This design comes from an exercise in tuning for small area, a short achievable clock period and few clock cycles per item on the open sky130 flow, not from production work.
Where RTL was checked, it was by simulation tests only, not by an equivalence proof against the original.
Function not checked in runs 1 to 3 and 7: the RTL went through the layout flow alone.
Power and IR drop assume default switching activity.

### design/flow/run.sh
#!/bin/bash
# synth_recipe.tcl (not shown) runs the flow's synth.tcl, then flattens the netlist and writes it again
# the make line also repeats each setting of config.mk as NAME=value (left out here)
make -C /OpenROAD-flow-scripts/flow DESIGN_CONFIG=/design/flow/config.mk WORK_HOME=/design/flow/orfs CLKGATE_MAP_FILE= SYNTH_SCRIPT=/design/flow/synth_recipe.tcl finish
### design/flow/config.mk
export PLATFORM = sky130hd
export DESIGN_NAME = start_byte_frame_reassembler
export DESIGN_NICKNAME = start_byte_frame_reassembler
export VERILOG_FILES = /design/flow/design.v
export SDC_FILE = /design/flow/constraint.sdc
export NUM_CORES = 4
export LEC_CHECK = 0
export CAP_MARGIN = 20
export CORE_MARGIN = 2
export CORE_UTILIZATION = 40
export CTS_BUF_LIST = sky130_fd_sc_hd__clkbuf_8
export CTS_CLUSTER_DIAMETER = 50
export CTS_CLUSTER_SIZE = 16
export SETUP_SLACK_MARGIN = 3.35
export SLEW_MARGIN = 20
### design/flow/constraint.sdc
create_clock -name core_clock -period 6.0 [get_ports {clk}]
set_input_delay 1.2000 -clock core_clock [delete_from_list [all_inputs] [get_ports {clk}]]
set_output_delay 1.2000 -clock core_clock [all_outputs]
set_load 0.01 [all_outputs]
### design/flow/design.v
package sbfr_pkg;
  localparam int FRAME_BYTES_DEF = 121;
  localparam int SLOTS_DEF       = 3;
  localparam logic [7:0] MARKER_RESET = 8'hB0;
  localparam int SLOT_W      = 2;
  localparam int IN_TDATA_W  = 16;
  localparam int OUT_TDATA_W = 40;
  localparam int PAIRS = FRAME_BYTES_DEF / 2;
  function automatic logic [6:0] inc7(input logic [6:0] x);
    logic c;
    c = 1'b1;
    for (int i = 0; i < 7; i++) begin
      inc7[i] = x[i] ^ c;
      c       = c & x[i];
    end
  endfunction
endpackage
module sbfr_frame_mem #(
  parameter int PAIRS = 60
) (
  input  logic             clk,
  input  logic [PAIRS-1:0] tsel,
  input  logic             step_a,    
  input  logic             step_b,    
  input  logic             wr_odd,
  input  logic             wr_last,
  input  logic [7:0]       wdata,
  output logic [15:0]      tail,
  output logic [7:0]       last
);
  logic [15:0] pos [PAIRS];
  logic [7:0]  last_r;
  always_ff @(posedge clk) begin
    if (tsel[0] ? step_a : step_b) pos[0][7:0] <= wdata;
    if (wr_odd) pos[0][15:8] <= wdata;
    for (int p = 1; p < PAIRS; p++) begin
      if (tsel[p] ? step_a : step_b) pos[p] <= pos[p-1];
    end
    if (wr_last) last_r <= wdata;
  end
  assign tail = pos[PAIRS-1];
  assign last = last_r;
endmodule
module sbfr_readout (
  input  logic        clk,
  input  logic        rst_n,
  input  logic        push,
  input  logic [1:0]  slot,
  input  logic        last,
  input  logic [15:0] pair,         
  output logic        room,         
  output logic        room_nxt,     
  output logic        out_tvalid,
  input  logic        out_tready,
  output logic [39:0] out_tdata,
  output logic        out_tlast
);
  localparam int EW = 4 * 6 + 2 + 2;
  function automatic logic [5:0] hex6(input logic [3:0] n, input logic zero);
    logic ge;
    logic [3:0] lo;
    ge = n[3] && (n[2] || n[1]);
    lo = ge ? (n + 4'd7) : n;
    if (zero) hex6 = 6'b0;
    else      hex6 = {ge, !ge, lo};
  endfunction
  function automatic logic [7:0] chr(input logic [5:0] c);
    chr = {1'b0, c[5], c[4], c[4], c[3:0]};
  endfunction
  logic [EW-1:0] new_e;
  assign new_e = {!last, last, slot,
                  hex6(pair[7:4], 1'b0), hex6(pair[3:0], 1'b0),
                  hex6(pair[15:12], last), hex6(pair[11:8], last)};
  logic          o_v, o_e_n, s_v;
  logic [EW-1:0] o_e, s_e;
  logic          pop, o_v_nxt, s_v_nxt;
  assign pop      = !o_e_n && out_tready;
  assign o_v_nxt  = (!o_e_n && !pop) || s_v || push;
  assign s_v_nxt  = s_v ? !pop : (push && !o_e_n && !pop);
  assign room     = !s_v;
  assign room_nxt = !s_v_nxt;
  always_ff @(posedge clk) begin
    if (!rst_n) begin
      o_v   <= 1'b0;
      o_e_n <= 1'b1;
      s_v   <= 1'b0;
    end else begin
      o_v   <= o_v_nxt;
      o_e_n <= !o_v_nxt;
      s_v   <= s_v_nxt;
    end
  end
  always_ff @(posedge clk) begin
    if (!rst_n)                               o_e <= '0;
    else if ((o_e_n || pop) && (s_v || push)) o_e <= s_v ? s_e : new_e;
  end
  always_ff @(posedge clk) begin
    if (!s_v) s_e <= new_e;
  end
  assign out_tvalid = o_v;
  assign out_tlast  = o_e[EW-2];
  assign out_tdata  = {3'b000, o_e[EW-1], o_e[EW-2], 1'b0,
                       chr(o_e[23:18]), chr(o_e[17:12]), chr(o_e[11:6]), chr(o_e[5:0]),
                       o_e[25:24]};
endmodule
module start_byte_frame_reassembler #(
  parameter int FRAME_BYTES = sbfr_pkg::FRAME_BYTES_DEF,
  parameter int SLOTS       = sbfr_pkg::SLOTS_DEF
) (
  input  logic                   clk,
  input  logic                   rst_n,
  input  logic                   cfg_wr_en,
  input  logic [7:0]             cfg_wr_data,
  input  logic                   in_tvalid,
  output logic                   in_tready,
  input  logic [sbfr_pkg::IN_TDATA_W-1:0]  in_tdata,
  input  logic                   in_tuser,
  input  logic                   in_tlast,
  output logic                   out_tvalid,
  input  logic                   out_tready,
  output logic [sbfr_pkg::OUT_TDATA_W-1:0] out_tdata,
  output logic                   out_tlast
);
  localparam int NP = sbfr_pkg::PAIRS;    
  logic [7:0] marker_r;
  always_ff @(posedge clk) begin
    if (!rst_n)         marker_r <= sbfr_pkg::MARKER_RESET;
    else if (cfg_wr_en) marker_r <= cfg_wr_data;
  end
  typedef struct packed {
    logic       func;
    logic [2:0] oh;
    logic [7:0] data;
    logic       cf;
    logic       cl;
    logic       eq;
  } item_t;
  item_t pin_item, ir, sk;
  logic  ir_v, sk_v, rdy_r;
  logic  go, take, accept;
  assign pin_item = {in_tuser,
                     in_tdata[1:0] == 2'd2, in_tdata[1:0] == 2'd1, in_tdata[1:0] == 2'd0,
                     in_tdata[9:2], in_tdata[10], in_tlast,
                     in_tdata[9:2] == marker_r};
  assign in_tready = rdy_r;
  assign accept    = in_tvalid && !sk_v;
  assign take      = !ir_v || go;
  always_ff @(posedge clk) begin
    if (!rst_n) begin
      ir_v  <= 1'b0;
      sk_v  <= 1'b0;
      rdy_r <= 1'b1;
    end else if (take) begin
      ir_v  <= sk_v || accept;
      sk_v  <= 1'b0;
      rdy_r <= 1'b1;
    end else begin
      sk_v  <= sk_v || accept;
      rdy_r <= !sk_v && !accept;
    end
  end
  always_ff @(posedge clk) begin
    if (take)  ir <= sk_v ? sk : pin_item;
    if (!sk_v) sk <= pin_item;
  end
  logic [2:0] q0, q1, q2;
  logic       head_v, rd_step, klast, last_rd, wdec;
  logic       rd_go, room, room_nxt;
  logic [6:0] fill_r [3];
  logic [2:0] hunt_r, full_r, allow_r;
  logic h, par, fl, al;
  logic restart, drop, wr, even, complete, wevn;
  always_comb begin
    h   = |(ir.oh & hunt_r);
    fl  = |(ir.oh & full_r);
    al  = |(ir.oh & (allow_r | (q0 & {3{rd_step}})));
    par = (ir.oh[0] && fill_r[0][0]) || (ir.oh[1] && fill_r[1][0]) || (ir.oh[2] && fill_r[2][0]);
    restart  = ir.cf && ir.eq;
    drop     = !ir.cf && h && !ir.eq;
    wr       = (|ir.oh) && !ir.func && !drop;
    even     = restart || !par;
    complete = wr && !restart && fl;
    wevn     = wr && even && !complete;
  end
  assign go = ir_v && !(wr && even && !al);
  always_ff @(posedge clk) begin
    if (!rst_n) begin
      for (int s = 0; s < 3; s++) fill_r[s] <= '0;
      hunt_r <= '0;
      full_r <= '0;
    end else begin
      for (int s = 0; s < 3; s++) begin
        if (go && ir.oh[s]) begin
          if (ir.func) begin
            fill_r[s] <= '0;
            hunt_r[s] <= 1'b0;
            full_r[s] <= 1'b0;
          end else if (drop) begin
            hunt_r[s] <= !ir.cl;
          end else if (complete) begin
            fill_r[s] <= '0;
            hunt_r[s] <= !ir.cl;
            full_r[s] <= 1'b0;
          end else if (restart) begin
            fill_r[s] <= 7'd1;
            hunt_r[s] <= 1'b0;
            full_r[s] <= 1'b0;
          end else begin
            fill_r[s] <= sbfr_pkg::inc7(fill_r[s]);
            hunt_r[s] <= 1'b0;
            full_r[s] <= (fill_r[s] == 7'd119);
          end
        end
      end
    end
  end
  logic [2:0] w_we, w_wo, w_cmp;
  logic [7:0] w_d;
  always_ff @(posedge clk) begin
    if (!rst_n) begin
      w_we  <= '0;
      w_wo  <= '0;
      w_cmp <= '0;
    end else begin
      w_we  <= (go && wevn) ? ir.oh : 3'b000;
      w_wo  <= (go && wr && !even) ? ir.oh : 3'b000;
      w_cmp <= (go && complete) ? ir.oh : 3'b000;
    end
  end
  always_ff @(posedge clk) w_d <= ir.data;
  logic [2:0] inq;
  logic [5:0] k_eng;      
  logic [2:0] room_t;
  assign head_v  = |q0;
  assign rd_step = rd_go;
  assign klast   = (k_eng == 6'(NP));
  assign last_rd = rd_step && klast;
  assign wdec    = go && wevn && (|(ir.oh & q0));
  logic [2:0] q0_n, q1_n, q2_n, inq_n;
  logic       dnz_n;
  logic [2:0] room_n;
  always_comb begin
    q0_n = q0;
    q1_n = q1;
    q2_n = q2;
    if (last_rd) begin
      q0_n = q1;
      q1_n = q2;
      q2_n = 3'b000;
    end
    if (w_cmp != 3'b000) begin
      if (q0_n == 3'b000)      q0_n = w_cmp;
      else if (q1_n == 3'b000) q1_n = w_cmp;
      else                     q2_n = w_cmp;
    end
    inq_n = w_cmp | (inq & ~(last_rd ? q0 : 3'b000));
    if (last_rd)               room_n = 3'b000;
    else if (rd_step && !wdec) room_n = {room_t[1:0], 1'b1};
    else if (!rd_step && wdec) room_n = {1'b0, room_t[2:1]};
    else                       room_n = room_t;
    dnz_n = room_n[0];
  end
  always_ff @(posedge clk) begin
    if (!rst_n) begin
      q0      <= '0;
      q1      <= '0;
      q2      <= '0;
      inq     <= '0;
      k_eng   <= '0;
      room_t  <= '0;
      allow_r <= 3'b111;
      rd_go   <= 1'b0;
    end else begin
      rd_go  <= (q0_n != 3'b000) && room_nxt;
      q0     <= q0_n;
      q1     <= q1_n;
      q2     <= q2_n;
      inq    <= inq_n;
      room_t <= room_n;
      if (last_rd)      k_eng <= '0;
      else if (rd_step) k_eng <= 6'(sbfr_pkg::inc7({1'b0, k_eng}));
      for (int s = 0; s < 3; s++) begin
        allow_r[s] <= !(go && complete && ir.oh[s]) && (!inq_n[s] || (q0_n[s] && dnz_n));
      end
    end
  end
  logic [NP-1:0] teng;
  logic [15:0]   tail [3];
  logic [7:0]    lastb [3];
  always_comb begin
    for (int p = 0; p < NP; p++) teng[p] = (6'(p) < k_eng);
  end
  for (genvar s = 0; s < 3; s++) begin : g_lane
    sbfr_frame_mem #(.PAIRS(NP)) u_lane (
      .clk    (clk),
      .tsel   (teng),
      .step_a (w_we[s]),
      .step_b ((rd_step && q0[s]) || (w_we[s] && !inq[s])),
      .wr_odd (w_wo[s]),
      .wr_last(w_cmp[s]),
      .wdata  (w_d),
      .tail   (tail[s]),
      .last   (lastb[s])
    );
  end
  logic [15:0] rd_pair;
  logic [1:0]  rd_slot;
  always_comb begin
    rd_pair = '0;
    for (int s = 0; s < 3; s++) begin
      if (q0[s]) rd_pair = rd_pair | (klast ? {8'h00, lastb[s]} : tail[s]);
    end
    rd_slot = {q0[2], q0[1]};
  end
  sbfr_readout u_readout (
    .clk       (clk),
    .rst_n     (rst_n),
    .push      (rd_step),
    .slot      (rd_slot),
    .last      (klast),
    .pair      (rd_pair),
    .room      (room),
    .room_nxt  (room_nxt),
    .out_tvalid(out_tvalid),
    .out_tready(out_tready),
    .out_tdata (out_tdata),
    .out_tlast (out_tlast)
  );
endmodule
==> results of run 1 <==
power groups by stage:
stage          Sequential, W  Clock [W]  Combinational (W)
6_report              0.0233    0.00980           0.000170
5_1_grt               0.0233     0.0110           0.000187
4_1_cts               0.0233     0.0103           0.000168
3_5_place_dp          0.0238          0           0.000150
2_1_floorplan         0.0237          0           0.000101
3_3_place_gp          0.0238          0           0.000147
metal layers:
layer / vias to the layer above / track usage (%)
li1: 16800 / -
met1: 18200 / 13.6
met2: 774 / 19.5
met3: 271 / 2.80
met4: 6 / 3.86
met5: - / 0
placed cells by master, fill, tap and decap left out, types with 10 or more instances in the layout:
master / instances
edfxtp_1: 2919
clkbuf_8: 225
nor2_1: 218
buf_4: 135
nand2_1: 130
a21oi_1: 116
dfxtp_1: 107
inv_1: 70
a21oi_4: 64
buf_6: 40
dfxtp_2: 37
o21ai_0: 33
buf_12: 32
nand3_1: 31
a21oi_2: 31
clkdlybuf4s50_1: 25
ha_1: 22
mux2_2: 20
nor3_1: 18
mux2i_1: 18
mux2i_4: 16
a222oi_1: 13
xnor2_1: 12
o21ai_4: 12
and2_1: 12
or2_2: 11
o21ai_1: 11
dfxtp_4: 10
Yosys cell counts (3+ instances only):
master	count	area, um^2
edfxtp_1	2919	87700
mux2i_1	35	350
nand2_2	3	18.8
nand3_1	31	155
mux2_2	20	225
a22oi_1	9	67.6
o31ai_1	7	52.6
or4_1	3	22.5
a21o_1	9	67.6
nor2_1	224	841
buf_6	3	33.8
a221o_1	8	80.1
nand4b_1	6	52.6
and2_1	14	87.6
a22o_1	7	61.3
buf_4	16	120
or3_1	6	37.5
a31oi_1	6	37.5
buf_2	4	20.0
a21oi_1	211	1060
dfxtp_1	154	3080
nand2b_1	6	37.5
buf_1	6	22.5
clkbuf_1	86	323
or2_2	10	62.6
a211o_1	4	35.0
o21ba_2	4	40.0
and3_1	7	43.8
nor3_1	20	100
a211oi_1	3	22.5
and2_0	3	18.8
a222oi_1	13	130
inv_1	26	97.6
nand2_1	136	510
nor2b_1	3	18.8
xnor2_1	12	105
ha_1	26	325
a221oi_1	4	35.0
o21ai_0	60	300
per-stage QoR:
step                      total power [W]  area (um^2)  hold slack (ns)
after floorplan                    0.0238        97100            0.323
after global placement             0.0239       102000            0.329
after detailed placement           0.0239       102000            0.327
after CTS                          0.0337       107000            0.350
after global routing               0.0345       108000            0.358
final                              0.0332       108000            0.349
worst paths after layout:
path                         start               endpoint  slack (ns)  cells after the start
hold / removal     ir[8]$_DFFE_PP_         w_d[5]$_DFF_P_        0.35                      0
setup / recovery  ir[13]$_DFFE_PP_  allow_r[0]$_SDFF_PN1_        3.22                     13
hold reg to reg    ir[8]$_DFFE_PP_         w_d[5]$_DFF_P_        0.35                      0
setup reg to reg  ir[13]$_DFFE_PP_  allow_r[0]$_SDFF_PN1_        3.22                     13
cell type report:
class	count	area, um^2
clock buffer	224	3080
tap	3185	3990
fill	19800	133000
multi-input combinational	963	6890
sequential	3073	90800
inverter	28	111
antenna	4	10.0
clock inverter	84	641
timing repair buffer	235	2390
registers in the layout, summed over array words and instances (netlist names), 6 cells and up:
| signal | count |
|---|---|
| marker_r | 8 |
| ir | 15 |
| g_lane.u_lane.last_r | 24 |
| sk | 15 |
| u_readout.o_e | 28 |
| g_lane.u_lane.pos | 2880 |
| fill_r | 21 |
| u_readout.s_e | 28 |
| w_d | 8 |
| k_eng | 6 |
repair_timing:
| item | 4_1_cts | 5_1_grt |
|---|---|---|
| pin swaps | 12 | 23 |
| gates cloned | 2 | 0 |
| endpoints found under the setup margin | 2828 | 947 |
| buffers inserted | 46 | 20 |
| gates resized for setup | 341 | 49 |
cell families after synthesis:
family | count (synthesis) | share of synthesized area, %
AO/OA/AOI/OAI | 372 | 2.34
XOR/XNOR | 14 | 0.127
adder cells (fa/ha/maj) | 26 | 0.336
buffers and inverters | 143 | 0.645
flip-flops | 3073 | 93.7
multiplexers | 56 | 0.606
other | 1 | 0.00387
AND/OR/NAND/NOR | 485 | 2.19
==> summary.txt, run 1 <==
Status - complete, no violations
Hpwl dp - 89,200 um
Flop pwr share - 70.0%
Via-to-Cell Ratio - 4.63
Number of flops mapped to enable cells by yosys - 2,919
Syn avg cell area - 23.2 um^2
Netlist cell types - 74
Nets - 4,578
Clock root buffer - clkbuf_8
CTS sink cnt - 3,073
Layout cells sized above 1 - 16.0%
Net switching power - 0.00632 W
DR WL/cell - 17.9 um
Max FO, Critical Path - 5
Global-route usage over all layers - 11.2%
CTS buffer count - 220
Cells along the critical path - a222oi_1 > o21a_1 > nor2_1 > or3_4 > nor2_4 > nand2_2 > inv_2 > ha_4 > nor2b_4 > a211oi_4 > nor2_2 > nand2_1 > a21oi_2
Max stage delay cell, worst path - a222oi_1
Fmax - 0.359 GHz
RSZ-0062 raised after global routing - yes
Cts hold-fix bufs - 0
Via count - 36,100
Area grow syn2layout - 11.5%
VDD IR max - 232 uV
Initial Util - 40.2%
Setup TNS - 0 ns
Die Wd - 496 um
GPL Wtd Cong - 0.787
Slew headroom - 33.3%
Final Slew Violations - 0
Max-cap viol count - 0
Clk slew on worst S/H paths - 0.10 ns
# rows - 180
Yosys reg bits - 3,073
H-tree levels - 4
Synthesis warning total - 8
GRT overflow - 0
Final core utilization - 44.9%
Internal power - 0.0269 W
Pre-CTS setup slack - 2.18 ns
ANT nets after route - 0
Post-Syn Area - 96,800 um^2
Fin. Hold Viols - 0
Primary FF master, synth - edfxtp_1
Cell Count, Final, Fillers Out - 7,796
Initial DRC count - 2,884
WP buf/inv - 1
CP endpoint kind - flop
Clock skew - 0.0744 ns
Port bufs - 60
Pin count of the biggest net entering global routing - 61
Fin worst setup slack - 3.22 ns
Endpoints failing setup - 0
DIE HEIGHT - 496 um
Sw Share - 19.0%
Hold WC Path Type - reg -> reg
Fin crit period - 2.78 ns
Wl on met1 - 56,200 um
DP Cell Count - 7,416
Critical Path AT - 3.60 ns
Crit-path max cell delay - 0.53 ns
Initial antenna violation count - 19
Worst-case clock buffer depth - 3
Crit path launch type - flop
Worst-margin pin slew - 1.00 ns
Ys async rst share - 0%
Residual DRC - 0
Final worst path period share - 46.4%
LEAKAGE - 31.7 nW
Clock power frac - 29.5%
Worst-skew pair later-pin latency - 0.97 ns
IO Pins - 74
Worst Path Required - 6.82 ns
Critical path type - reg -> reg
Vias in the first global route - 36,500
Core Area - 241,000 um^2
First-pass GRT wire length - 209,000 um
Power density over the cells - 308 nW/um^2
Delay-heaviest family, CP - compound AO/OA/AOI/OAI gates
Post-Route WL - 139,000 um
DR WL met3 - 9020 um
Seq/Total Area, Yosys - 93.7%
Wire length on met2 - 70,100 um
Pre-antenna DRT Iters - 8
Die footprint - 246,000 um^2
CTS tree - yes
Comb pwr share - 0.5%
Max Used Layer - met5
Syn Inst Count - 4,170
==> run 2: changes to the inputs <==
--- a/design/flow/config.mk
+++ b/design/flow/config.mk
@@ -7,7 +7,7 @@
 export LEC_CHECK = 0
 export CAP_MARGIN = 20
 export CORE_MARGIN = 2
-export CORE_UTILIZATION = 40
+export CORE_UTILIZATION = 60
 export CTS_BUF_LIST = sky130_fd_sc_hd__clkbuf_8
 export CTS_CLUSTER_DIAMETER = 50
 export CTS_CLUSTER_SIZE = 16
==> run 2 against run 1 <==
Net effect: core utilization grew 22 points; routed wire length rose by 3.2%; area after synthesis did not move; non-clock buffer count up 20; total power rose by 0.13%; critical path type unchanged; largest cell class unchanged; largest power group unchanged; highest routed layer is now met4.
==> summary.txt, run 2 <==
Status - complete, no violations
Max-cap viol count - 0
Max FO, Critical Path - 60
Crit-path max cell delay - 0.85 ns
Wire length on met2 - 73,900 um
Initial antenna violation count - 8
Via-to-Cell Ratio - 5.35
GRT overflow - 0
RSZ-0062 raised after global routing - yes
DIE HEIGHT - 406 um
Clock skew - 0.0414 ns
Fmax - 0.364 GHz
Most frequent cell after synthesis - edfxtp_1
DR WL met3 - 8280 um
Comb pwr share - 0.5%
LEAKAGE - 31.8 nW
Initial DRC count - 3,064
Sw Share - 18.8%
CTS tree - yes
Worst r2r dst - g_lane[0].u_lane.pos[39][4]$_DFFE_PP_
Via count - 36,400
Die Wd - 406 um
Fin. Hold Viols - 0
Clk slew on worst S/H paths - 0.10 ns
Primary FF master, synth - edfxtp_1
Final Slew Violations - 0
Port bufs - 60
Power density over the cells - 311 nW/um^2
Critical path type - reg -> reg
H-tree levels - 4
Internal power - 0.0270 W
WP buf/inv - 2
Net switching power - 0.00624 W
Number of flops mapped to enable cells by yosys - 2,919
Post-Syn Area - 96,800 um^2
Largest register by flop count - g_lane.u_lane.pos
Syn Inst Count - 4,170
DP Cell Count - 6,402
Hold WC Path Type - reg -> reg
CP endpoint kind - flop
Hpwl dp - 93,500 um
Clock power frac - 29.6%
GPL Wtd Cong - 0.773
Seq/Total Area, Yosys - 93.7%
First-pass GRT wire length - 209,000 um
Reg2reg path depth - 4
Clock root buffer - clkbuf_8
ANT nets after route - 0
Cells along the critical path - buf_4 > a22oi_2 > buf_6 > a21oi_2
Synth top cells by count - edfxtp_1, nor2_1, a21oi_1, dfxtp_1, nand2_1
Largest regs - g_lane.u_lane.pos (2880), u_readout.o_e (28), u_readout.s_e (28)
CTS buffer count - 223
Layout fillers - 10,300
Yosys reg bits - 3,073
Cell Count, Final, Fillers Out - 6,805
Hold worst-path end - w_d[2]$_DFF_P_
Reg area - 90,800 um^2
Area leader, netlist - edfxtp_1
Setup TNS - 0 ns
Worst R2R Start - q0[0]$_SDFF_PN0_
Fin crit period - 2.75 ns
Nets - 4,599
Synthesis warning total - 8
Core Area - 160,000 um^2
Wl on met1 - 56,900 um
Syn avg cell area - 23.2 um^2
Pin count of the biggest net entering global routing - 61
Top cells by area, synth - edfxtp_1, dfxtp_1, a21oi_1
Residual DRC - 0
CTS sink cnt - 3,073
Worst-margin pin slew - 1.27 ns
Most frequent cells in the layout - edfxtp_1, clkbuf_8, nor2_1
Global-route usage over all layers - 17.4%
Critical Path AT - 3.29 ns
DR WL/cell - 21.2 um
Post-Route WL - 144,000 um
Crit path launch type - flop
Max reg flops - 2,880
FF-to-FF setup slack - 3.25 ns
Die footprint - 165,000 um^2
Final worst path period share - 45.8%
Commonest non-fill, non-tap cell in the layout - edfxtp_1
Min-delay src - ir[5]$_DFFE_PP_
Max Used Layer - met4
Delay-heaviest family, CP - buffers and inverters
Vias in the first global route - 35,800
Slew headroom - 15.4%
Worst Path Required - 6.54 ns
Tot Pwr - 0.0333 W
Flop pwr share - 69.9%
IO Pins - 74
Worst-skew pair later-pin latency - 0.95 ns
Worst-case clock buffer depth - 3
Layout cells sized above 1 - 16.8%
Ys async rst share - 0%
Initial Util - 60.4%
Area grow syn2layout - 10.4%
Area of the multi-input gates - 6920 um^2
Max stage delay cell, worst path - buf_6
VDD IR max - 229 uV
Pre-antenna DRT Iters - 5
Endpoints failing setup - 0
Netlist cell types - 74
# rows - 147
Hold depth - 0
Share of the synthesized area in the top cell type - 90.6%
## run 2: cell count changes in the layout (fill, tap and decap cells not counted), sizes merged, moves of 2 or more
| cell | change |
|---|---|
| clkinv | +17 |
| and2 | -2 |
| buf | +19 |
| clkbuf | +8 |
| inv | -15 |
| clkinvlp | +7 |
## run 2: kinds of logic after synthesis
logic type | share of synthesized area [%]
compound gates | 2.34
mux | 0.606
xor+xnor | 0.127
simple gates | 2.19
other cells | 0.00387
flops | 93.7
buf+inv | 0.645
fa+ha+maj | 0.336
## run 2: metal layers
metal | GRT usage (%) | up-vias
met3 | 4.02 | 249
li1 | - | 16900
met1 | 21.2 | 18500
met2 | 30.2 | 755
met5 | 0 | -
met4 | 6.78 | 0
## run 2: area by class of cell
| type | instances | area share [%] |
|---|---|---|
| Sequential cell | 3073 | 85.0 |
| Multi-Input combinational cell | 961 | 6.48 |
| Clock buffer | 231 | 2.97 |
| Tap cell | 2160 | 2.53 |
| Timing Repair Buffer | 255 | 2.33 |
| Clock inverter | 94 | 0.606 |
| Inverter | 28 | 0.101 |
| Antenna cell | 3 | 0.00702 |
## run 2: timing repair
action | CTS | global route
pin swaps | 7 | 13
hold buffers | 0 | 0
gates cloned | 0 | 2
gates resized for setup | 341 | 72
setup endpoints to repair | 2746 | 902
setup buffers | 37 | 36
## run 2: how the worst max path moves through the flow
stage | start | endpoint | slack [ns] | cells past startpoint
2_1_floorplan | q0[1]$_SDFF_PN0_ | g_lane[1].u_lane.pos[57][0]$_DFFE_PP_ | 3.07 | 6
3_3_place_gp | k_eng[1]$_SDFFE_PP0P_ | u_readout.o_e[12]$_SDFFE_PN0P_ | 1.99 | 9
3_5_place_dp | k_eng[3]$_SDFFE_PP0P_ | g_lane[2].u_lane.pos[28][15]$_DFFE_PP_ | 1.97 | 4
4_1_cts | u_readout.o_e[4]$_SDFFE_PN0P_ | out_tdata[6] | 3.14 | 2
5_1_grt | ir[13]$_DFFE_PP_ | allow_r[2]$_SDFF_PN1_ | 3.12 | 13
6_report | q0[0]$_SDFF_PN0_ | g_lane[0].u_lane.pos[39][4]$_DFFE_PP_ | 3.25 | 4
## run 2: stage by stage
stage / utilization (%) / instance area [um^2] / hold WS (ns) / setup slack (ns)
2_1_floorplan: - / 97100 / 0.323 / 3.07
3_3_place_gp: 62.9 / 101000 / 0.324 / 1.99
3_5_place_dp: 63.0 / 101000 / 0.327 / 1.97
4_1_cts: 66.2 / 106000 / 0.350 / 3.14
5_1_grt: 66.6 / 107000 / 0.358 / 3.12
6_report: 66.6 / 107000 / 0.349 / 3.25
## run 2: worst reg2reg max path, delay by kind of cell (launching register included)
kind	cells	cell delay, ns
AOI/OAI and AO/OA	2	0.86
buffers and inverters	2	1.11
DFF	1	0.37
## run 2: power by group through the flow
stage	Combinational [W]	Clock [W]	Sequential (W)
floorplan	0.000101	0	0.0237
global placement	0.000149	0	0.0238
detailed placement	0.000153	0	0.0238
CTS	0.000169	0.0103	0.0233
global route	0.000186	0.0110	0.0233
finish	0.000171	0.00985	0.0233
==> run 3: changes to the inputs <==
--- a/design/flow/design.v
+++ b/design/flow/design.v
@@ -238,7 +238,7 @@
   assign wdec    = go && wevn && (|(ir.oh & q0));
   logic [2:0] q0_n, q1_n, q2_n, inq_n;
   logic       dnz_n;
-  logic [2:0] room_n;
+  logic [2:0] room_n, room_rd, room_wr;
   always_comb begin
     q0_n = q0;
     q1_n = q1;
@@ -254,10 +254,11 @@
       else                     q2_n = w_cmp;
     end
     inq_n = w_cmp | (inq & ~(last_rd ? q0 : 3'b000));
-    if (last_rd)               room_n = 3'b000;
-    else if (rd_step && !wdec) room_n = {room_t[1:0], 1'b1};
-    else if (!rd_step && wdec) room_n = {1'b0, room_t[2:1]};
-    else                       room_n = room_t;
+    room_rd = rd_step ? {room_t[1:0], 1'b1} : room_t;
+    room_wr = rd_step ? room_t : {1'b0, room_t[2:1]};
+    if (last_rd)   room_n = 3'b000;
+    else if (wdec) room_n = room_wr;
+    else           room_n = room_rd;
     dnz_n = room_n[0];
   end
   always_ff @(posedge clk) begin
--- a/design/flow/config.mk
+++ b/design/flow/config.mk
@@ -7,7 +7,7 @@
 export LEC_CHECK = 0
 export CAP_MARGIN = 20
 export CORE_MARGIN = 2
-export CORE_UTILIZATION = 60
+export CORE_UTILIZATION = 40
 export CTS_BUF_LIST = sky130_fd_sc_hd__clkbuf_8
 export CTS_CLUSTER_DIAMETER = 50
 export CTS_CLUSTER_SIZE = 16
==> run 3 against run 2 <==
Net effect: still clean on timing, DRC and antenna; clock power about the same; die area up 49%; area after synthesis about the same; clock skew is 0.015 ns higher; critical path depth down 2; sequential cell count stayed put; final cell count grew 16%; cell area grew 1.7%; highest routed layer unchanged.
==> summary.txt, run 3 <==
Fmax - 0.366 GHz
Synth Area in Adders - 0.310%
Synth Area in XOR/XNOR - 0.136%
Crit path launch type - flop
Layout fillers - 19,800
Layout cells sized above 1 - 16.9%
Worst-case clock buffer depth - 3
Post-Route WL - 139,000 um
Clk slew on worst S/H paths - 0.09 ns
LEAKAGE - 32.3 nW
Fin crit period - 2.73 ns
Syn avg cell area - 23.2 um^2
Critical Path AT - 1.53 ns
Hpwl dp - 90,600 um
VDD IR max - 215 uV
Cells along the critical path - buf_6 > buf_6
DR WL/cell - 17.6 um
Most frequent cells in the layout - edfxtp_1, clkbuf_8, nor2_1
Clock skew - 0.0569 ns
Placed standard-cell area - 102,000 um^2
Slew headroom - 37.9%
CTS buffer count - 226
Nets - 4,637
First-pass GRT wire length - 209,000 um
Area leader, netlist - edfxtp_1
Synth top cells by count - edfxtp_1, nor2_1, a21oi_1, dfxtp_1, nand2_1
Area grow syn2layout - 12.4%
Hold depth - 0
Initial DRC count - 2,828
Power density over the cells - 308 nW/um^2
IO Pins - 74
Global-route usage over all layers - 11.1%
Pre-antenna DRT Iters - 6
Via-to-Cell Ratio - 4.62
Seq/Total Area, Yosys - 93.8%
Hold WC Path Type - reg -> reg
# rows - 180
Post-Syn Area - 96,700 um^2
Final worst path period share - 45.6%
GPL Wtd Cong - 0.796
Die Wd - 496 um
ANT nets after route - 0
Wl on met1 - 54,100 um
Primary FF master, synth - edfxtp_1
Hold Slack - 0.348 ns
Max-cap viol count - 0
Ys async rst share - 0%
Synthesis warning total - 8
DR WL met3 - 7850 um
Initial antenna violation count - 8
DIE HEIGHT - 496 um
Setup TNS - 0 ns
Most Frequent Cell on Critical Path - buf_6
Largest family of logic cells by synthesized area - compound AO/OA/AOI/OAI gates
Most frequent cell after synthesis - edfxtp_1
Cts hold-fix bufs - 0
Max Used Layer - met4
Crit-path max cell delay - 0.35 ns
Residual DRC - 0
WP buf/inv - 2
Max FO, Critical Path - 3
CP endpoint kind - primary output
Fin. Hold Viols - 0
Pin count of the biggest net entering global routing - 56
Worst Path Required - 4.80 ns
Multiplexer share of the synthesized area - 0.697%
Status - complete, no violations
Finished Cell Area - 109,000 um^2
Syn Inst Count - 4,163
Core Area - 241,000 um^2
Final Slew Violations - 0
Yosys reg bits - 3,073
Simple logic cell fraction of the synthesized area - 2.08%
CTS tree - yes
Commonest non-fill, non-tap cell in the layout - edfxtp_1
Port bufs - 60
Reg2reg path depth - 10
Largest regs - g_lane.u_lane.pos (2880), u_readout.o_e (28), u_readout.s_e (28)
Endpoints failing setup - 0
Vias in the first global route - 36,900
H-tree levels - 4
Pre-CTS setup slack - 2.20 ns
Worst-margin pin slew - 0.932 ns
Share of the synthesized area in the top cell type - 90.6%
Max stage delay cell, worst path - dfxtp_2
Delay-heaviest family, CP - flip-flops
Max reg flops - 2,880
RSZ-0062 raised after global routing - yes
Wire length on met2 - 73,000 um
Netlist cell types - 64
Initial Util - 40.2%
Die footprint - 246,000 um^2
Largest register by flop count - g_lane.u_lane.pos
GRT overflow - 0
Worst-skew pair later-pin latency - 0.99 ns
Via count - 36,500
Clock root buffer - clkbuf_8
Synth Area in Compound Gates - 2.36%
Top cells by area, synth - edfxtp_1, dfxtp_1, a21oi_1
Fin worst setup slack - 3.27 ns
Number of flops mapped to enable cells by yosys - 2,919
Critical path depth - 2
CTS sink cnt - 3,073
Critical path type - reg -> out
==> run 3: kinds of logic (layout without fill, tap and decap cells) <==
| kind of cell | after synthesis | after routing |
|---|---|---|
| AO/OA/AOI/OAI | 378 | 378 |
| XOR/XNOR | 15 | 15 |
| adder cells (fa/ha/maj) | 24 | 24 |
| buffers and inverters | 142 | 676 |
| flip-flops | 3073 | 3073 |
| multiplexers | 64 | 64 |
| other | 1 | 16 |
| AND/OR/NAND/NOR | 466 | 466 |
==> run 3: final cells by class <==
cell class                 count  area, um^2  area share (%)
timing repair buffer         297        2950            2.71
antenna                        8        20.0          0.0184
sequential                  3073       90800            83.5
clock inverter               119         817           0.751
inverter                      29         109           0.100
tap                         3185        3990            3.67
multi-input combinational    955        6850            6.30
clock buffer                 231        3180            2.92
==> run 3: worst reg2reg max path, stage by stage (launching register included) <==
cell     delay (ns)
dfxtp_4        0.38
inv_2          0.09
ha_4           0.26
and2_4         0.25
buf_12         0.13
mux2_4         0.30
a221o_1        0.35
buf_4          0.16
o21ai_2        0.24
o21ai_0        0.15
o21ba_2        0.24
==> run 3: report_power, final <==
group / total [W] / leakage, nW / internal, W / switching [W]
clock network: 0.0100 / 2.25 / 0.00377 / 0.00625
registers: 0.0232 / 25.6 / 0.0232 / 0.0000242
logic: 0.000223 / 4.41 / 0.0000643 / 0.000158
total: 0.0335 / 32.3 / 0.0270 / 0.00644
==> run 3: path summary, 6_finish.rpt <==
check | startpoint | endpoint | slack (ns)
worst max register to register | k_eng[1]$_SDFFE_PP0P_ | u_readout.o_e[23]$_SDFFE_PN0P_ | 3.37
worst max-delay path | u_readout.o_e[10]$_SDFFE_PN0P_ | out_tdata[14] | 3.27
worst min register to register | ir[10]$_DFFE_PP_ | w_d[7]$_DFF_P_ | 0.35
worst min-delay path | ir[10]$_DFFE_PP_ | w_d[7]$_DFF_P_ | 0.35
==> run 3: per-layer routing <==
layer | global-route usage, % | up-vias
li1 | - | 17000
met1 | 12.9 | 18400
met2 | 20.2 | 777
met3 | 2.56 | 265
met4 | 3.76 | 0
met5 | 0 | -
==> run 3: stage by stage <==
| step | power [W] | std cells | utilization (%) |
|---|---|---|---|
| detailed placement | 0.0239 | 7439 | 42.5 |
| finish | 0.0335 | 7897 | 45.2 |
| global route | 0.0347 | 7895 | 45.2 |
| floorplan | 0.0238 | 4170 | - |
| CTS | 0.0340 | 7852 | 44.9 |
| global placement | 0.0239 | 7438 | 42.5 |
==> run 3: timing repair <==
action | in CTS | in global routing
setup endpoints to repair | 2341 | 1099
cloned | 3 | 2
buffers inserted | 60 | 35
gates resized for setup | 365 | 43
hold endpoints to repair | 0 | 0
pin swaps | 12 | 24
==> run 4: changes to the inputs <==
--- a/design/flow/design.v
+++ b/design/flow/design.v
@@ -64,8 +64,8 @@
     if (zero) hex6 = 6'b0;
     else      hex6 = {ge, !ge, lo};
   endfunction
-  function automatic logic [7:0] chr(input logic [5:0] c);
-    chr = {1'b0, c[5], c[4], c[4], c[3:0]};
+  function automatic logic [7:0] chr(input logic [5:0] c, input logic c4);
+    chr = {1'b0, c[5], c[4], c4, c[3:0]};
   endfunction
   logic [EW-1:0] new_e;
   assign new_e = {!last, last, slot,
@@ -90,17 +90,27 @@
       s_v   <= s_v_nxt;
     end
   end
+  logic          o_ld;
+  logic [EW-1:0] o_d;
+  assign o_ld = (o_e_n || pop) && (s_v || push);
+  assign o_d  = s_v ? s_e : new_e;
   always_ff @(posedge clk) begin
-    if (!rst_n)                               o_e <= '0;
-    else if ((o_e_n || pop) && (s_v || push)) o_e <= s_v ? s_e : new_e;
+    if (!rst_n)    o_e <= '0;
+    else if (o_ld) o_e <= o_d;
+  end
+  logic [4:0] o_dup;
+  always_ff @(posedge clk) begin
+    if (!rst_n)    o_dup <= '1;
+    else if (o_ld) o_dup <= {o_d[EW-2], o_d[22], o_d[16], o_d[10], o_d[4]};
   end
   always_ff @(posedge clk) begin
     if (!s_v) s_e <= new_e;
   end
   assign out_tvalid = o_v;
-  assign out_tlast  = o_e[EW-2];
+  assign out_tlast  = o_dup[4];
   assign out_tdata  = {3'b000, o_e[EW-1], o_e[EW-2], 1'b0,
-                       chr(o_e[23:18]), chr(o_e[17:12]), chr(o_e[11:6]), chr(o_e[5:0]),
+                       chr(o_e[23:18], o_dup[3]), chr(o_e[17:12], o_dup[2]),
+                       chr(o_e[11:6], o_dup[1]), chr(o_e[5:0], o_dup[0]),
                        o_e[25:24]};
 endmodule
 module start_byte_frame_reassembler #(
==> run 4 against run 3 <==
Net effect: still clean; routed wire length grew 8.0%; cell area decreased by 0.54%; final cell count rose by 0.11%; area after synthesis is 0.16% higher; sequential cell count up 5; die area rose by 0.16%; largest power group unchanged.
==> summary.txt, run 4 <==
Synthesis warning total - 8
Core Area - 241,000 um^2
Worst-margin pin slew - 1.04 ns
Worst Path Required - 4.80 ns
Commonest non-fill, non-tap cell in the layout - edfxtp_1
Crit-path max cell delay - 0.40 ns
Initial DRC count - 3,492
Netlist cell types - 72
Cells along the critical path - buf_6
Multiplexer share of the synthesized area - 0.609%
Max-cap viol count - 0
Seq/Total Area, Yosys - 93.7%
Largest family of logic cells by synthesized area - compound AO/OA/AOI/OAI gates
Fin worst setup slack - 3.29 ns
Clock skew - 0.0653 ns
Syn avg cell area - 23.1 um^2
CTS sink cnt - 3,078
Nets - 4,676
Max stage delay cell, worst path - dfxtp_4
Synth Area in XOR/XNOR - 0.127%
Clock root buffer - clkbuf_8
Worst-case clock buffer depth - 3
Post-Syn Area - 96,900 um^2
DIE HEIGHT - 496 um
# rows - 180
Status - complete, no violations
VDD IR max - 212 uV
Largest regs - g_lane.u_lane.pos (2880), u_readout.o_e (28), u_readout.s_e (28)
Largest register by flop count - g_lane.u_lane.pos
Flop pwr share - 69.5%
Final worst path period share - 45.1%
Hold WC Path Type - reg -> reg
WP buf/inv - 1
Syn Inst Count - 4,192
Comb pwr share - 0.5%
IO Pins - 74
LEAKAGE - 32.3 nW
Area grow syn2layout - 11.6%
Fmax - 0.369 GHz
Post-Route WL - 150,000 um
Delay-heaviest family, CP - flip-flops
Pre-CTS setup slack - 2.10 ns
Number of flops mapped to enable cells by yosys - 2,919
RSZ-0062 raised after global routing - yes
Synth Area in Compound Gates - 2.40%
Layout cells sized above 1 - 16.1%
Placed standard-cell area - 103,000 um^2
Top cells by area, synth - edfxtp_1, dfxtp_1, a21oi_1
Hold Slack - 0.345 ns
Yosys reg bits - 3,078
Fin crit period - 2.71 ns
Die Wd - 496 um
ANT nets after route - 0
Max reg flops - 2,880
Most frequent cells in the layout - edfxtp_1, clkbuf_8, buf_4
Synth top cells by count - edfxtp_1, nor2_1, a21oi_1, dfxtp_1, nand2_1
CP endpoint kind - primary output
CTS buffer count - 224
Slew headroom - 30.4%
Internal power - 0.0271 W
Final Slew Violations - 0
Worst-skew pair later-pin latency - 1.02 ns
Pre-antenna DRT Iters - 7
Area leader, netlist - edfxtp_1
Cts hold-fix bufs - 0
Most frequent cell after synthesis - edfxtp_1
Port bufs - 60
Crit path launch type - flop
Initial Util - 40.2%
Die footprint - 246,000 um^2
Global-route usage over all layers - 12.0%
Simple logic cell fraction of the synthesized area - 2.16%
Via-to-Cell Ratio - 4.71
Hpwl dp - 95,600 um
Via count - 37,200
Vias in the first global route - 36,800
Residual DRC - 0
Pin count of the biggest net entering global routing - 61
Endpoints failing setup - 0
Clock power frac - 30.0%
Net switching power - 0.00642 W
Power density over the cells - 310 nW/um^2
GRT overflow - 0
First-pass GRT wire length - 221,000 um
Ys async rst share - 0%
Clk slew on worst S/H paths - 0.10 ns
H-tree levels - 4
DR WL/cell - 19.0 um
Synth Area in Adders - 0.310%
Max FO, Critical Path - 1
Sw Share - 19.1%
Setup TNS - 0 ns
Layout fillers - 19,700
Initial antenna violation count - 11
GPL Wtd Cong - 0.793
Critical path type - reg -> out
CTS tree - yes
Fin. Hold Viols - 0
Share of the synthesized area in the top cell type - 90.5%
Primary FF master, synth - edfxtp_1
Critical Path AT - 1.51 ns
Finished Cell Area - 108,000 um^2
-- run 4: cell types whose count changed after synthesis, moves of 5 or more --
cell,previous run,this run
o21ai_0,53,85
nand2_1,124,136
a21oi_1,216,205
and2_1,22,11
mux2i_1,43,35
nand3_1,25,33
o211ai_1,0,7
and3_1,11,5
a21o_1,6,1
buf_4,14,9
dfxtp_1,154,159
nand4b_1,7,2
nor4_1,6,1
-- run 4: cell families after synthesis --
group / Yosys count
other: 1
adders and majority gates: 24
DFF: 3078
xor gates and xnor gates: 14
AOI/OAI and AO/OA: 394
muxes: 56
and+or+nand+nor: 481
buffers and inverters: 144
-- run 4: metal layers --
| metal | GRT usage [%] | share of wire [%] | routed length [um] | vias to the layer above |
|---|---|---|---|---|
| met1 | 15.9 | 43 | 64400 | 18800 |
| met4 | 3.86 | 2.8 | 4130 | 0 |
| met2 | 19.6 | 48 | 71800 | 987 |
| met5 | 0 | 0 | 0 | - |
| met3 | 2.85 | 6.6 | 9830 | 282 |
| li1 | - | - | - | 17100 |
-- run 4: final timing paths --
check | depth (start not counted) | slack, ns | from | to
setup / recovery | 1 | 3.29 | rdy_r$_SDFF_PP1_ | in_tready
hold / removal | 0 | 0.35 | ir[8]$_DFFE_PP_ | w_d[5]$_DFF_P_
setup reg to reg | 14 | 3.31 | k_eng[1]$_SDFFE_PP0P_ | u_readout.o_e[20]$_SDFFE_PN0P_
hold reg to reg | 0 | 0.35 | ir[8]$_DFFE_PP_ | w_d[5]$_DFF_P_
-- run 4: per-stage QoR --
step	instances	power, W	utilization [%]
after global routing	7903	0.0348	44.9
after floorplan	4199	0.0239	-
after detailed placement	7512	0.0240	42.6
final	7906	0.0335	44.9
after global placement	7512	0.0239	42.6
after CTS	7879	0.0340	44.7
-- run 4: final cells by class --
type / count / area (um^2) / area share [%]
clock buffers: 226 / 3110 / 2.88
flip-flops and latches: 3078 / 90900 / 84.1
well taps: 3185 / 3990 / 3.69
diodes: 8 / 20.0 / 0.0185
inverters: 31 / 124 / 0.115
multi-input cells: 978 / 6410 / 5.92
repair buffers: 308 / 2770 / 2.56
clock inverters: 92 / 810 / 0.749
-- run 4: power by group through the flow --
stage	Combinational (W)	Sequential, W	Clock [W]
after floorplan	0.000100	0.0238	0
final	0.000180	0.0233	0.0101
after global placement	0.000151	0.0238	0
after global routing	0.000195	0.0233	0.0113
after detailed placement	0.000156	0.0238	0
after CTS	0.000171	0.0233	0.0105
-- run 4: what timing repair did --
item                       4_1_cts  5_1_grt
setup endpoints to repair     1627      484
pin swaps                       13       18
resized for setup              317       51
cloned                           1        2
buffers inserted                48       17
Testbench counts of run 4, summed over its fixed seeds: cycles 31,989, items 30,995.
==> run 5: changes to the inputs <==
--- a/design/flow/config.mk
+++ b/design/flow/config.mk
@@ -11,5 +11,5 @@
 export CTS_BUF_LIST = sky130_fd_sc_hd__clkbuf_8
 export CTS_CLUSTER_DIAMETER = 50
 export CTS_CLUSTER_SIZE = 16
-export SETUP_SLACK_MARGIN = 3.35
+export SETUP_SLACK_MARGIN = 3.45
 export SLEW_MARGIN = 20
==> run 5 against run 4 <==
Net effect: clock-buffer cell count decreased by 2; sequential power about the same; core utilization increased by 0.44 points; clock power about the same; via count increased by 0.35%; register-to-register slack improved by 0.05 ns; sequential share of layout area decreased by 0.80 points; critical endpoint is now out_tdata[27]; largest power group unchanged.
==> summary.txt, run 5 <==
Max-cap viol count - 0
Netlist cell types - 72
Worst-case clock buffer depth - 3
Clock skew - 0.0810 ns
Primary FF master, synth - edfxtp_1
Max Used Layer - met5
DR WL/cell - 18.8 um
Clk slew on worst S/H paths - 0.09 ns
Status - complete, no violations
Die Wd - 496 um
CP endpoint kind - primary output
Initial DRC count - 3,121
Final Slew Violations - 0
CTS sink cnt - 3,078
H-tree levels - 4
Worst R2R Start - ir[13]$_DFFE_PP_
Fmax - 0.378 GHz
Cts hold-fix bufs - 0
Clock root buffer - clkbuf_8
DIE HEIGHT - 496 um
GPL Wtd Cong - 0.791
Most frequent cell after synthesis - edfxtp_1
Wire length on met2 - 75,500 um
Crit path launch type - flop
Via-to-Cell Ratio - 4.72
Post-Syn Area - 96,900 um^2
RSZ-0062 raised after global routing - yes
Min-delay src - ir[5]$_DFFE_PP_
Initial Util - 40.2%
Die footprint - 246,000 um^2
CTS buffer count - 222
Critical path type - reg -> out
Fin. Hold Viols - 0
Synth top cells by count - edfxtp_1, nor2_1, a21oi_1, dfxtp_1, nand2_1
Wl on met1 - 60,600 um
Fin crit period - 2.65 ns
ANT nets after route - 0
WP buf/inv - 1
Power density over the cells - 305 nW/um^2
Share of the synthesized area in the top cell type - 90.5%
VDD IR max - 244 uV
Largest regs - g_lane.u_lane.pos (2880), u_readout.o_e (28), u_readout.s_e (28)
Yosys reg bits - 3,078
Pin count of the biggest net entering global routing - 61
Critical Path AT - 1.45 ns
Worst Setup SP - u_readout.o_e[19]$_SDFFE_PN0P_
Global-route usage over all layers - 11.9%
Largest register by flop count - g_lane.u_lane.pos
Pre-antenna DRT Iters - 6
Max reg flops - 2,880
Hold Slack - 0.334 ns
IO Pins - 74
Area grow syn2layout - 12.7%
Setup TNS - 0 ns
Hpwl dp - 96,800 um
Layout fillers - 19,700
Synthesis warning total - 8
Initial antenna violation count - 15
Core Area - 241,000 um^2
Layout cells sized above 1 - 17.4%
Max FO, Critical Path - 2
Residual DRC - 0
Nets - 4,679
Delay-heaviest family, CP - flip-flops
Endpoints failing setup - 0
Worst-margin pin slew - 1.13 ns
Post-Route WL - 149,000 um
Seq/Total Area, Yosys - 93.7%
Final worst path period share - 44.1%
Most frequent cells in the layout - edfxtp_1, clkbuf_8, nor2_1
Number of flops mapped to enable cells by yosys - 2,919
Commonest non-fill, non-tap cell in the layout - edfxtp_1
Vias in the first global route - 37,400
Syn avg cell area - 23.1 um^2
Worst Path Required - 4.80 ns
Hold WC Path Type - reg -> reg
Top cells by area, synth - edfxtp_1, dfxtp_1, a21oi_1
# rows - 180
Crit-path max cell delay - 0.40 ns
GRT overflow - 0
CTS tree - yes
LEAKAGE - 32.4 nW
First-pass GRT wire length - 219,000 um
Ys async rst share - 0%
Area leader, netlist - edfxtp_1
Syn Inst Count - 4,192
DR WL met3 - 8270 um
Worst-skew pair later-pin latency - 0.96 ns
Cells along the critical path - buf_6
Port bufs - 60
Slew headroom - 24.7%
Max stage delay cell, worst path - dfxtp_4
Via count - 37,300
## run 5: cell counts after synthesis
Identical to the previous run, type by type.
## run 5: worst paths after layout
path	to	slack, ns	cells past startpoint
worst min-delay path	w_d[2]$_DFF_P_	0.33	0
worst max-delay path	out_tdata[27]	3.35	1
worst max register to register	room_t[1]$_SDFFE_PP0P_	3.36	9
worst min register to register	w_d[2]$_DFF_P_	0.33	0
## run 5: layout make-up
type / instances / area, um^2 / share of cell area, %
sequential: 3078 / 90900 / 83.3
multi-input combinational: 978 / 7090 / 6.49
tap: 3185 / 3990 / 3.65
timing repair buffer: 313 / 3290 / 3.01
clock buffer: 224 / 3080 / 2.82
clock inverter: 92 / 673 / 0.616
inverter: 31 / 131 / 0.120
antenna: 6 / 15.0 / 0.0138
## run 5: cells by family after synthesis
group | synth area share, %
DFF | 93.7
AOI/OAI and AO/OA | 2.40
and+or+nand+nor | 2.16
other | 0.00387
buffers and inverters | 0.640
xor gates and xnor gates | 0.127
muxes | 0.609
adders and majority gates | 0.310
## run 5: timing repair
action,4_1_cts,5_1_grt
gates resized for setup,397,59
gates cloned,1,1
endpoints found under the setup margin,2565,1016
setup buffers,75,47
pin swaps,27,29
## run 5: report_power, final
group	switching [W]	total (W)	leakage, nW	internal (W)
logic	0.000120	0.000188	4.64	0.0000681
clock network	0.00615	0.00982	2.08	0.00367
registers	0.0000626	0.0233	25.6	0.0232
total	0.00633	0.0333	32.4	0.0270
## run 5: worst reg2reg max path, stage by stage (launching register included)
cell      delay, ns
edfxtp_1       0.48
buf_6          0.17
a222oi_1       0.36
buf_4          0.20
o21ai_1        0.07
or4_4          0.49
or2_4          0.29
mux2_4         0.32
nor2_4         0.08
a211oi_2       0.05
## run 5: routing by layer
layer | track usage (%) | up-vias
met5 | 0 | -
met1 | 14.7 | 19100
met3 | 2.61 | 262
li1 | - | 17100
met4 | 4.38 | 2
met2 | 20.4 | 856
## run 5: per-stage QoR
stage | util [%] | power (W) | setup slack [ns] | std cells | cell area, um^2
global route | 45.4 | 0.0345 | 3.21 | 7904 | 109000
detailed placement | 42.5 | 0.0240 | 1.80 | 7461 | 102000
CTS | 45.0 | 0.0338 | 3.18 | 7853 | 108000
finish | 45.4 | 0.0333 | 3.35 | 7907 | 109000
global placement | 42.5 | 0.0239 | 2.07 | 7456 | 102000
floorplan | - | 0.0239 | 3.04 | 4199 | 97200
==> run 6: changes to the inputs <==
--- a/design/flow/config.mk
+++ b/design/flow/config.mk
@@ -8,8 +8,8 @@
 export CAP_MARGIN = 20
 export CORE_MARGIN = 2
 export CORE_UTILIZATION = 40
-export CTS_BUF_LIST = sky130_fd_sc_hd__clkbuf_8
-export CTS_CLUSTER_DIAMETER = 50
-export CTS_CLUSTER_SIZE = 16
+export CTS_BUF_LIST = sky130_fd_sc_hd__clkbuf_16
+export CTS_CLUSTER_DIAMETER = 60
+export CTS_CLUSTER_SIZE = 30
 export SETUP_SLACK_MARGIN = 3.45
 export SLEW_MARGIN = 20
==> run 6 against run 5 <==
Net effect: clock-buffer cell count shrank 75; register-to-register slack gained 0.02 ns; critical path type is now reg -> reg; worst setup slack gained 0.032 ns; total power grew 6.6%; synthesized cell count is the same.
==> summary.txt, run 6 <==
Worst-case clock buffer depth - 3
Critical Path AT - 3.30 ns
Worst Setup SP - ir[13]$_DFFE_PP_
Wl on met1 - 60,200 um
Nets - 4,594
Commonest non-fill, non-tap cell in the layout - edfxtp_1
Share of the synthesized area in the top cell type - 90.5%
Area grow syn2layout - 14.1%
Core Area - 241,000 um^2
Via-to-Cell Ratio - 4.74
Final worst path period share - 43.6%
Fin. Hold Viols - 0
Hpwl dp - 96,800 um
Post-Syn Area - 96,900 um^2
Initial antenna violation count - 13
Most frequent cell after synthesis - edfxtp_1
Yosys reg bits - 3,078
Slew headroom - 30.4%
Synthesis warning total - 8
Initial Util - 40.2%
Final Slew Violations - 0
Setup TNS - 0 ns
Ys async rst share - 0%
Fmax - 0.382 GHz
Pin count of the biggest net entering global routing - 61
Max FO, Critical Path - 5
Syn avg cell area - 23.1 um^2
Max-cap viol count - 0
Top cells by area, synth - edfxtp_1, dfxtp_1, a21oi_1
DR WL met3 - 8240 um
CP endpoint kind - flop
Worst-margin pin slew - 1.04 ns
Largest regs - g_lane.u_lane.pos (2880), u_readout.o_e (28), u_readout.s_e (28)
Hold depth - 0
Netlist cell types - 72
Min-delay src - ir[7]$_DFFE_PP_
CTS tree - yes
Syn Inst Count - 4,192
Primary FF master, synth - edfxtp_1
ANT nets after route - 0
Clock skew - 0.0648 ns
RSZ-0062 raised after global routing - yes
Via count - 37,100
Worst-skew pair later-pin latency - 0.83 ns
DIE HEIGHT - 496 um
Clock root buffer - clkbuf_16
LEAKAGE - 32.7 nW
Reg2reg path depth - 9
Crit path launch type - flop
GPL Wtd Cong - 0.791
Pre-antenna DRT Iters - 7
Hold WC Path Type - reg -> reg
Max reg flops - 2,880
Largest register by flop count - g_lane.u_lane.pos
Die footprint - 246,000 um^2
Most frequent cells in the layout - edfxtp_1, nor2_1, buf_4
Die Wd - 496 um
# rows - 180
Layout cells sized above 1 - 17.2%
GRT overflow - 0
CTS sink cnt - 3,078
Residual DRC - 0
CTS buffer count - 149
Post-Route WL - 148,000 um
Area leader, netlist - edfxtp_1
IO Pins - 74
Pre-CTS setup slack - 1.80 ns
Hold Slack - 0.348 ns
H-tree levels - 4
Global-route usage over all layers - 11.8%
Worst R2R Start - ir[13]$_DFFE_PP_
Layout fillers - 19,500
Power density over the cells - 321 nW/um^2
Wire length on met2 - 74,800 um
Status - complete, no violations
Max Used Layer - met5
Seq/Total Area, Yosys - 93.7%
Fin crit period - 2.62 ns
Vias in the first global route - 36,700
Synth top cells by count - edfxtp_1, nor2_1, a21oi_1, dfxtp_1, nand2_1
Endpoints failing setup - 0
Worst Path Required - 6.69 ns
DR WL/cell - 18.9 um
Clk slew on worst S/H paths - 0.09 ns
Final core utilization - 45.9%
Fin worst setup slack - 3.38 ns
Port bufs - 60
Initial DRC count - 3,358
First-pass GRT wire length - 217,000 um
Critical path type - reg -> reg
VDD IR max - 285 uV
Number of flops mapped to enable cells by yosys - 2,919
run 6: cell counts after synthesis:
No cell type changed its count.
run 6: logic make-up after synthesis:
group / share of synthesized area (%)
AND/OR/NAND/NOR: 2.16
XOR/XNOR: 0.127
flip-flops: 93.7
multiplexers: 0.609
buffers and inverters: 0.640
AO/OA/AOI/OAI: 2.40
adder cells (fa/ha/maj): 0.310
other: 0.00387
run 6: path summary, 6_finish.rpt:
kind / to / slack (ns)
worst max-delay path: room_t[1]$_SDFFE_PP0P_ / 3.38
worst min-delay path: w_d[4]$_DFF_P_ / 0.35
worst max register to register: room_t[1]$_SDFFE_PP0P_ / 3.38
worst min register to register: w_d[4]$_DFF_P_ / 0.35
run 6: report_power, final:
part | total, W | switching, W | internal [W]
combinational | 0.000181 | 0.000118 | 0.0000638
clock | 0.0120 | 0.00688 | 0.00514
sequential | 0.0233 | 0.0000611 | 0.0232
total | 0.0355 | 0.00706 | 0.0284
run 6: critical path, cell delays in order (launching register included):
cell      delay [ns]
edfxtp_1        0.48
buf_6           0.17
a222oi_1        0.35
buf_4           0.19
o21ai_1         0.07
or4_4           0.49
or2_4           0.28
mux2_4          0.32
nor2_4          0.08
a211oi_2        0.05
run 6: cell type report:
type / instances / area [um^2] / area share, %
tap: 3185 / 3990 / 3.61
antenna: 2 / 5.00 / 0.00453
clock buffer: 149 / 3730 / 3.37
timing repair buffer: 301 / 3110 / 2.82
multi-input combinational: 978 / 7140 / 6.46
inverter: 31 / 131 / 0.119
sequential: 3078 / 90900 / 82.3
clock inverter: 109 / 1500 / 1.36
run 6: metal layers:
layer,GRT usage (%),vias up
met1,14.7,19000
li1,-,17000
met3,2.35,241
met4,4.13,2
met5,0,-
met2,20.3,819
run 6: timing repair:
item                       in CTS  in global routing
gates cloned                    1                  1
setup endpoints to repair    2551               1255
buffers inserted               63                 47
pin swaps                      29                 30
gates resized for setup       390                 78
hold buffers                    0                  0
run 6: per-stage QoR:
stage / instance area, um^2 / instances / power, W
final: 111000 / 7833 / 0.0355
after floorplan: 97200 / 4199 / 0.0239
after CTS: 110000 / 7783 / 0.0360
after global placement: 102000 / 7456 / 0.0239
after detailed placement: 102000 / 7461 / 0.0240
after global routing: 111000 / 7832 / 0.0367
==> run 7: changes to the inputs <==
--- a/design/flow/design.v
+++ b/design/flow/design.v
@@ -67,12 +67,21 @@
   function automatic logic [7:0] chr(input logic [5:0] c, input logic c4);
     chr = {1'b0, c[5], c[4], c4, c[3:0]};
   endfunction
-  logic [EW-1:0] new_e;
-  assign new_e = {!last, last, slot,
-                  hex6(pair[7:4], 1'b0), hex6(pair[3:0], 1'b0),
-                  hex6(pair[15:12], last), hex6(pair[11:8], last)};
+  localparam int RW = 1 + 2 + 16;
+  function automatic logic [EW-1:0] enc(input logic [RW-1:0] r);
+    logic       l;
+    logic [15:0] p;
+    l = r[18];
+    p = r[15:0];
+    enc = {!l, l, r[17:16],
+           hex6(p[7:4], 1'b0), hex6(p[3:0], 1'b0),
+           hex6(p[15:12], l), hex6(p[11:8], l)};
+  endfunction
+  logic [RW-1:0] new_r;
+  assign new_r = {last, slot, pair};
   logic          o_v, o_e_n, s_v;
-  logic [EW-1:0] o_e, s_e;
+  logic [EW-1:0] o_e;
+  logic [RW-1:0] s_e;
   logic          pop, o_v_nxt, s_v_nxt;
   assign pop      = !o_e_n && out_tready;
   assign o_v_nxt  = (!o_e_n && !pop) || s_v || push;
@@ -93,7 +102,7 @@
   logic          o_ld;
   logic [EW-1:0] o_d;
   assign o_ld = (o_e_n || pop) && (s_v || push);
-  assign o_d  = s_v ? s_e : new_e;
+  assign o_d  = enc(s_v ? s_e : new_r);
   always_ff @(posedge clk) begin
     if (!rst_n)    o_e <= '0;
     else if (o_ld) o_e <= o_d;
@@ -104,7 +113,7 @@
     else if (o_ld) o_dup <= {o_d[EW-2], o_d[22], o_d[16], o_d[10], o_d[4]};
   end
   always_ff @(posedge clk) begin
-    if (!s_v) s_e <= new_e;
+    if (!s_v) s_e <= new_r;
   end
   assign out_tvalid = o_v;
   assign out_tlast  = o_dup[4];
--- a/design/flow/config.mk
+++ b/design/flow/config.mk
@@ -8,8 +8,8 @@
 export CAP_MARGIN = 20
 export CORE_MARGIN = 2
 export CORE_UTILIZATION = 40
-export CTS_BUF_LIST = sky130_fd_sc_hd__clkbuf_16
-export CTS_CLUSTER_DIAMETER = 60
-export CTS_CLUSTER_SIZE = 30
+export CTS_BUF_LIST = sky130_fd_sc_hd__clkbuf_8
+export CTS_CLUSTER_DIAMETER = 50
+export CTS_CLUSTER_SIZE = 16
 export SETUP_SLACK_MARGIN = 3.45
 export SLEW_MARGIN = 20
==> run 7 against run 6 <==
Net effect: area after synthesis is 0.29% lower; clock skew is essentially flat; non-clock buffer count shrank 30; die area shrank 0.29%; critical path type is now reg -> out; largest power group unchanged.
==> summary.txt, run 7 <==
Worst-case clock buffer depth - 3
Share of the synthesized area in the top cell type - 90.7%
Layout fillers - 19,800
Area of the multi-input gates - 6910 um^2
Simple logic cell fraction of the synthesized area - 2.30%
Cts hold-fix bufs - 0
Min-delay src - ir[8]$_DFFE_PP_
Port bufs - 60
Pre-antenna DRT Iters - 8
LEAKAGE - 31.7 nW
Commonest non-fill, non-tap cell in the layout - edfxtp_1
Multiplexer share of the synthesized area - 0.382%
ANT nets after route - 0
Largest register by flop count - g_lane.u_lane.pos
Reg area - 90,700 um^2
Wl on met1 - 52,700 um
Via-to-Cell Ratio - 4.63
Initial antenna violation count - 13
Layout cells sized above 1 - 16.5%
Max Used Layer - met5
IO Pins - 74
Pin count of the biggest net entering global routing - 46
Top cells by area, synth - edfxtp_1, dfxtp_1, a21oi_1
Status - complete, no violations
Max reg flops - 2,880
Fin. Hold Viols - 0
Die footprint - 245,000 um^2
Crit-path max cell delay - 0.37 ns
Synthesis warning total - 8
Global-route usage over all layers - 10.8%
Seq/Total Area, Yosys - 93.8%
Synth top cells by count - edfxtp_1, nor2_1, a21oi_1, nand2_1, dfxtp_1
CTS buffer count - 219
Syn avg cell area - 23.1 um^2
Worst-skew pair later-pin latency - 0.97 ns
Synth Area in XOR/XNOR - 0.0997%
Delay-heaviest family, CP - flip-flops
Critical Path AT - 1.44 ns
Wire length on met2 - 72,100 um
Largest regs - g_lane.u_lane.pos (2880), u_readout.o_e (28), g_lane.u_lane.last_r (24)
Setup TNS - 0 ns
Hpwl dp - 90,700 um
DR WL met3 - 9190 um
H-tree levels - 4
CTS sink cnt - 3,069
Most frequent cells in the layout - edfxtp_1, clkbuf_8, nor2_1
Largest family of logic cells by synthesized area - compound AO/OA/AOI/OAI gates
Nets - 4,632
Via count - 36,500
Vias in the first global route - 36,600
Die Wd - 495 um
Slew headroom - 21.2%
Initial Util - 40.2%
Worst Path Required - 4.80 ns
Residual DRC - 0
Most frequent cell after synthesis - edfxtp_1
Area grow syn2layout - 12.2%
Fin crit period - 2.64 ns
WP buf/inv - 1
RSZ-0062 raised after global routing - yes
Cells along the critical path - buf_6
Hold Slack - 0.349 ns
Clock skew - 0.0645 ns
GRT overflow - 0
Fmax - 0.378 GHz
Worst-margin pin slew - 1.17 ns
Critical path type - reg -> out
DIE HEIGHT - 495 um
Clk slew on worst S/H paths - 0.11 ns
Initial DRC count - 2,797
Clock root buffer - clkbuf_8
DR WL/cell - 17.4 um
Hold WC Path Type - reg -> reg
Max-cap viol count - 0
Primary FF master, synth - edfxtp_1
VDD IR max - 248 uV
Endpoints failing setup - 0
Synth Area in Compound Gates - 2.49%
Worst R2R Start - w_we[1]$_SDFF_PN0_
Worst Setup SP - u_readout.o_e[21]$_SDFFE_PN0P_
Yosys reg bits - 3,069
Max stage delay cell, worst path - dfxtp_2
Netlist cell types - 59
Post-Syn Area - 96,600 um^2
Max FO, Critical Path - 2
Core Area - 240,000 um^2
First-pass GRT wire length - 204,000 um
CP endpoint kind - primary output
Crit path launch type - flop
Final Slew Violations - 0
# rows - 180
Final worst path period share - 44.1%
CTS tree - yes
Syn Inst Count - 4,190
Number of flops mapped to enable cells by yosys - 2,919
Synth Area in Adders - 0.285%
Area leader, netlist - edfxtp_1
Post-Route WL - 137,000 um
Power density over the cells - 306 nW/um^2
Ys async rst share - 0%
GPL Wtd Cong - 0.823
## run 7: cell count changes in the layout (fill, tap and decap cells not counted), sizes merged, moves of 11 or more
cell / before / now
a222oi: 12 / 23
clkinv: 47 / 16
clkbuf: 151 / 223
a21oi: 205 / 183
nor2: 229 / 188
nand2: 136 / 175
mux2i: 35 / 20
buf: 275 / 247
o21ai: 87 / 115
and3: 5 / 18
nand3: 33 / 46
inv: 76 / 117
## run 7: report_power, final
| part | leakage [nW] | total [W] | switching [W] | internal, W |
|---|---|---|---|---|
| Sequential | 25.6 | 0.0232 | 0.0000623 | 0.0232 |
| Combinational | 3.93 | 0.000204 | 0.000136 | 0.0000682 |
| Clock | 2.19 | 0.00972 | 0.00609 | 0.00363 |
## run 7: worst reg2reg max path, stage by stage, from the launching register on
cell	delay [ns]
dfxtp_1	0.32
buf_4	0.32
inv_2	0.20
buf_4	0.39
o21ai_2	0.92
## run 7: cell families (layout without fill, tap and decap cells)
family / after synthesis / in the layout
compound gates: 404 / 407
other cells: 1 / 15
fa+ha+maj: 22 / 22
simple gates: 503 / 505
xor+xnor: 11 / 11
flops: 3069 / 3069
mux: 35 / 35
buf+inv: 145 / 636
## run 7: path summary, 6_finish.rpt
kind | end | cells past startpoint | slack (ns)
min | w_d[5]$_DFF_P_ | 0 | 0.35
min reg2reg | w_d[5]$_DFF_P_ | 0 | 0.35
max reg2reg | g_lane[1].u_lane.pos[9][9]$_DFFE_PP_ | 4 | 3.46
max | out_tdata[29] | 1 | 3.36
## run 7: layout make-up
class | instances | share of cell area [%]
multi-input combinational | 988 | 6.38
antenna | 7 | 0.0162
tap | 3185 | 3.68
clock inverter | 112 | 0.677
clock buffer | 223 | 2.83
inverter | 30 | 0.104
sequential | 3069 | 83.7
timing repair buffer | 271 | 2.66
## run 7: layer usage
| metal | global-route usage [%] | vias to the layer above |
|---|---|---|
| li1 | - | 17100 |
| met1 | 12.2 | 18300 |
| met2 | 19.9 | 872 |
| met3 | 2.86 | 248 |
| met4 | 3.41 | 2 |
| met5 | 0 | - |
## run 7: what timing repair did
item,4_1_cts,5_1_grt
gates cloned,2,3
buffers inserted,49,49
gates resized for setup,327,64
setup endpoints to repair,2617,1642
pin swaps,19,33
## run 7: metrics by stage
stage | power, W | area (um^2) | std cells | worst slack (ns) | util (%)
floorplan | 0.0238 | 97000 | 4197 | 3.09 | -
global placement | 0.0239 | 102000 | 7438 | 2.35 | 42.5
detailed placement | 0.0239 | 102000 | 7440 | 2.17 | 42.5
CTS | 0.0337 | 107000 | 7826 | 3.24 | 44.7
global route | 0.0344 | 108000 | 7882 | 3.26 | 45.1
finish | 0.0332 | 108000 | 7885 | 3.36 | 45.1

[port drivers added, routing unchanged]
The results above use ideal ports. As a check the final layouts listed here were re-extracted and re-timed, cells and wires unchanged.
Step 1 assumes that a clkbuf_16 drives the clock port and a buf_2 every other input.
Step 2, shift: input delay + t, output delay - t, t = (earliest + latest rising clock arrival at the registers) / 2. This alone moves slack from input paths to output paths.
Three values: no drivers, after step 1, after step 2; two values: the first two.
run	t, ns	slack for setup (ns)
run 1	1.018	3.216 / 3.216 / 2.591
run 2	0.992	3.249 / 3.239 / 2.572
run 3	1.040	3.267 / 3.185 / 2.786
run 4	1.061	3.291 / 3.217 / 2.834
run 5	1.008	3.352 / 3.273 / 2.718
run 6	0.883	3.384 / 3.384 / 2.740
run 7	1.028	3.356 / 3.268 / 2.901
After both steps every run listed still meets setup and hold.
